Context: an optimization exercise on an open-source flow, tuned for small area, a short achievable clock period and few clock cycles. The choices shown serve that exercise and are no tape-out recipe.
The RTL was checked by simulation tests, not by an equivalence proof against the original design.
Power figures rest on the tool's default switching activity, not on a simulated workload.

==> flow/design.v <==
package iiea_pkg;
    localparam int DATA_W = 32;
    localparam int IDX_W  = 5;
    localparam int KIND_W = 2;
    localparam int STS_W  = 2;
    localparam int CNT_W  = 5;
    localparam logic [KIND_W-1:0] KIND_READ   = 2'd0;
    localparam logic [KIND_W-1:0] KIND_INSERT = 2'd1;
    localparam logic [KIND_W-1:0] KIND_ERASE  = 2'd2;
    localparam logic [STS_W-1:0] ST_OK    = 2'd0;
    localparam logic [STS_W-1:0] ST_RANGE = 2'd1;
    localparam logic [STS_W-1:0] ST_FULL  = 2'd2;
    localparam logic [STS_W-1:0] ST_EMPTY = 2'd3;
    localparam logic signed [DATA_W-1:0] RD_FAIL = -32'sd1;
    typedef struct packed {
        logic accept;     
        logic step;       
        logic commit;     
        logic load_out;   
    } t_ctrl_cmd;
    typedef struct packed {
        logic busy;       
        logic out_free;   
    } t_dp_sts;
endpackage
module indexed_insert_erase_array_top #(
    parameter int DEPTH = 16
) (
    input  logic         i_clk,
    input  logic         i_rst_n,
    input  logic         i_req_valid,
    output logic         o_req_ready,
    input  logic [1:0]   i_req_kind,
    input  logic [4:0]   i_req_index,
    input  logic [31:0]  i_req_write_data,
    output logic         o_rsp_valid,
    input  logic         i_rsp_ready,
    output logic [31:0]  o_rsp_read_data,
    output logic [1:0]   o_rsp_status,
    output logic [4:0]   o_rsp_entry_count
);
    logic        r_ready;
    logic        e_valid;
    logic        e_rd, e_ins, e_era;
    logic [4:0]  e_idx;
    logic [15:0] e_ge;       
    logic [31:0] e_wdata;
    logic [4:0]  r_count;
    logic [15:0] r_occ;      
    logic [3:0]  r_perm [16];
    logic [31:0] r_data [16];
    logic        q0_valid, q1_valid;
    logic [15:0] q0_sel;     
    logic        q1_ok;
    logic        q0_fail,  q1_fail;
    logic [3:0]  q1_slot;
    logic [1:0]  q0_status, q1_status;
    logic [4:0]  q0_count, q1_count;
    logic        o_valid;
    logic [31:0] o_rdata;
    logic [1:0]  o_status;
    logic [4:0]  o_count;
    logic        exec;
    logic        is_rd, is_ins, is_era;
    logic        empty, full;
    logic        idx_lt_n, idx_le_n;
    logic [1:0]  e_status;
    logic [4:0]  e_count;
    logic        ins_do, era_do;
    logic [3:0]  idx_slot;
    logic [3:0]  top_slot;
    logic        o_free, pop, push;
    assign exec   = e_valid && !q1_valid;
    assign is_rd  = e_rd;
    assign is_ins = e_ins;
    assign is_era = e_era;
    assign empty  = !r_occ[0];
    assign full   = r_occ[15];
    assign idx_lt_n = |(e_ge & r_occ);
    assign idx_le_n = |(e_ge & {r_occ[14:0], 1'b1});
    always_comb begin
        e_status = iiea_pkg::ST_OK;
        e_count  = r_count;
        if (is_rd) begin
            if (empty)          e_status = iiea_pkg::ST_EMPTY;
            else if (!idx_lt_n) e_status = iiea_pkg::ST_RANGE;
        end else if (is_ins) begin
            if (full)           e_status = iiea_pkg::ST_FULL;
            else if (!idx_le_n) e_status = iiea_pkg::ST_RANGE;
            else                e_count  = r_count + 5'd1;
        end else if (is_era) begin
            if (empty)          e_status = iiea_pkg::ST_EMPTY;
            else if (!idx_lt_n) e_status = iiea_pkg::ST_RANGE;
            else                e_count  = r_count - 5'd1;
        end else begin
            e_status = iiea_pkg::ST_RANGE;
        end
    end
    assign ins_do   = is_ins && !q1_valid && !full;
    assign era_do   = is_era && !q1_valid;
    always_comb begin
        idx_slot = '0;
        for (int k = 0; k < 16; k++) begin
            if (e_ge[k] && !((k != 0) && e_ge[(k == 0) ? 0 : k - 1])) idx_slot = idx_slot | r_perm[k];
        end
    end
    assign top_slot = r_perm[15];
    always_ff @(posedge i_clk) begin
        for (int k = 0; k < 16; k++) begin
            if (!i_rst_n) begin
                r_perm[k] <= 4'(k);
            end else if (ins_do && (k != 0) && e_ge[(k == 0) ? 0 : k - 1]) begin
                r_perm[k] <= r_perm[(k == 0) ? 0 : k - 1];
            end else if (ins_do && e_ge[k]) begin
                r_perm[k] <= top_slot;
            end else if (era_do && e_ge[k]) begin
                r_perm[k] <= (k == 15) ? idx_slot : r_perm[(k == 15) ? 15 : k + 1];
            end
        end
    end
    always_ff @(posedge i_clk) begin
        for (int s = 0; s < 16; s++) begin
            if (ins_do && (top_slot == 4'(s))) begin
                r_data[s] <= e_wdata;
            end
        end
    end
    logic [31:0] rd_word;
    logic        e_ok, e_fail;
    assign e_ok   = is_rd && idx_lt_n;
    assign e_fail = is_rd && !idx_lt_n;
    always_comb begin
        rd_word = {32{q0_fail}};
        for (int s = 0; s < 16; s++) begin
            rd_word = rd_word | (r_data[s] & {32{q0_sel[s]}});
        end
    end
    assign o_free = !o_valid || i_rsp_ready;
    assign pop    = q0_valid && o_free;
    assign push   = exec;
    always_ff @(posedge i_clk) begin
        if (!i_rst_n) begin
            r_ready  <= 1'b1;
            e_valid  <= 1'b0;
            e_rd     <= 1'b0;
            e_ins    <= 1'b0;
            e_era    <= 1'b0;
            q0_valid <= 1'b0;
            q1_valid <= 1'b0;
            o_valid  <= 1'b0;
            r_count  <= 5'd0;
            r_occ    <= '0;
        end else begin
            if (r_ready) begin
                e_valid <= i_req_valid;
                e_rd    <= i_req_valid && (i_req_kind == iiea_pkg::KIND_READ);
                e_ins   <= i_req_valid && (i_req_kind == iiea_pkg::KIND_INSERT);
                e_era   <= i_req_valid && (i_req_kind == iiea_pkg::KIND_ERASE);
            end
            if (exec) begin
                r_count <= e_count;
                if (is_ins && !full && idx_le_n) r_occ <= {r_occ[14:0], 1'b1};
                if (is_era && idx_lt_n)          r_occ <= {1'b0, r_occ[15:1]};
            end
            q0_valid <= q1_valid || push || (q0_valid && !pop);
            q1_valid <= q0_valid && !pop && (q1_valid || push);
            if (o_free) o_valid <= q0_valid;
            r_ready <= !((r_ready ? i_req_valid : e_valid) &&
                         (q0_valid && !pop && (q1_valid || push)));
        end
    end
    always_ff @(posedge i_clk) begin
        if (r_ready) begin
            e_idx   <= i_req_index;
            for (int k = 0; k < 16; k++) e_ge[k] <= (5'(k) >= i_req_index);
            e_wdata <= i_req_write_data;
        end
    end
    always_ff @(posedge i_clk) begin
        if (!q0_valid || pop) begin
            if (q1_valid) begin
                q0_sel    <= q1_ok ? 16'(1) << q1_slot : 16'd0;
                q0_fail   <= q1_fail;
                q0_status <= q1_status;
                q0_count  <= q1_count;
            end else begin
                q0_sel    <= e_ok ? 16'(1) << idx_slot : 16'd0;
                q0_fail   <= e_fail;
                q0_status <= e_status;
                q0_count  <= e_count;
            end
        end
        if (!q1_valid) begin
            q1_ok     <= e_ok;
            q1_fail   <= e_fail;
            q1_slot   <= idx_slot;
            q1_status <= e_status;
            q1_count  <= e_count;
        end
    end
    always_ff @(posedge i_clk) begin
        if (o_free) begin
            o_rdata  <= rd_word;
            o_status <= q0_status;
            o_count  <= q0_count;
        end
    end
    assign o_req_ready       = r_ready;
    assign o_rsp_valid       = o_valid;
    assign o_rsp_read_data   = o_rdata;
    assign o_rsp_status      = o_status;
    assign o_rsp_entry_count = o_count;
endmodule
export LEC_CHECK = 0
export ABC_AREA = 1
export CAP_MARGIN = 20
export CORE_MARGIN = 2
export CORE_UTILIZATION = 55
export CTS_CLUSTER_DIAMETER = 80
export CTS_CLUSTER_SIZE = 30
export SETUP_SLACK_MARGIN = 2.0
export SLEW_MARGIN = 20
create_clock -name core_clock -period 4.0 [get_ports {i_clk}]
run.sh (not shown) runs the stock make flow with config.mk's settings and CLKGATE_MAP_FILE= SYNTH_SCRIPT=/design/flow/synth_recipe.tcl, a recipe that flattens the netlist after the stock synthesis.
Testbench counts at the start, summed over its fixed seeds: cycles 4,824.
==> next run, changes <==
--- a/flow/design.v
+++ b/flow/design.v
@@ -43,8 +43,11 @@
     logic        e_valid;
     logic        e_rd, e_ins, e_era;
     logic [4:0]  e_idx;
     logic [15:0] e_ge;       
+    always_comb begin
+        for (int k = 0; k < 16; k++) e_ge[k] = (5'(k) >= e_idx);
+    end
     logic [31:0] e_wdata;
     logic [4:0]  r_count;
     logic [15:0] r_occ;      
     logic [3:0]  r_perm [16];
@@ -171,9 +174,8 @@
     end
     always_ff @(posedge i_clk) begin
         if (r_ready) begin
             e_idx   <= i_req_index;
-            for (int k = 0; k < 16; k++) e_ge[k] <= (5'(k) >= i_req_index);
             e_wdata <= i_req_write_data;
         end
     end
     always_ff @(posedge i_clk) begin
Cell area grows by 11%.
Via count grows by 8.9%.
Total power shrinks by 1.2%.
Hold slack degrades by 0.0036 ns.
Routed wire length grows by 16%.
Die area shrinks by 1.7%.
Non-clock buffer count grows by 204.
Worst setup slack degrades by 0.38 ns.
Testbench counts after the change, summed over its fixed seeds: cycles 4,824.

## separate check: timing with driven ports
Ports are ideal in the flow. The routed layouts listed here were re-timed in OpenROAD. Step 1 (the two cells are an assumption about what drives the block):
set clk [get_ports {i_clk}]
set_driving_cell -lib_cell sky130_fd_sc_hd__clkbuf_16 $clk
set_driving_cell -lib_cell sky130_fd_sc_hd__buf_2 [delete_from_list [all_inputs] $clk]
Step 2 also shifts input and output timing later by t, the mid clock arrival at the registers, as if the neighbouring blocks saw the same clock. Slacks: ideal / step 1 / step 2; pairs: ideal / step 1.
| run | t (ns) | slack for setup (ns) | hold WS [ns] | worst register clock-pin slew, ns | worst slew at a driven data input, ns |
|---|---|---|---|---|---|
| the first run | 0.633 | 2.036 / 2.023 / 1.566 | 0.434 / 0.434 / 0.434 | 0.11 / 0.11 | 0.05 |
| the second run | 0.645 | 1.659 / 1.659 / 1.535 | 0.430 / 0.430 / 0.430 | 0.11 / 0.11 | 0.04 |
After both steps every run listed still meets setup and hold. For the first run, which loses most, drivers alone change the setup slack by -0.013 ns; drivers and shift together by -0.470 ns.
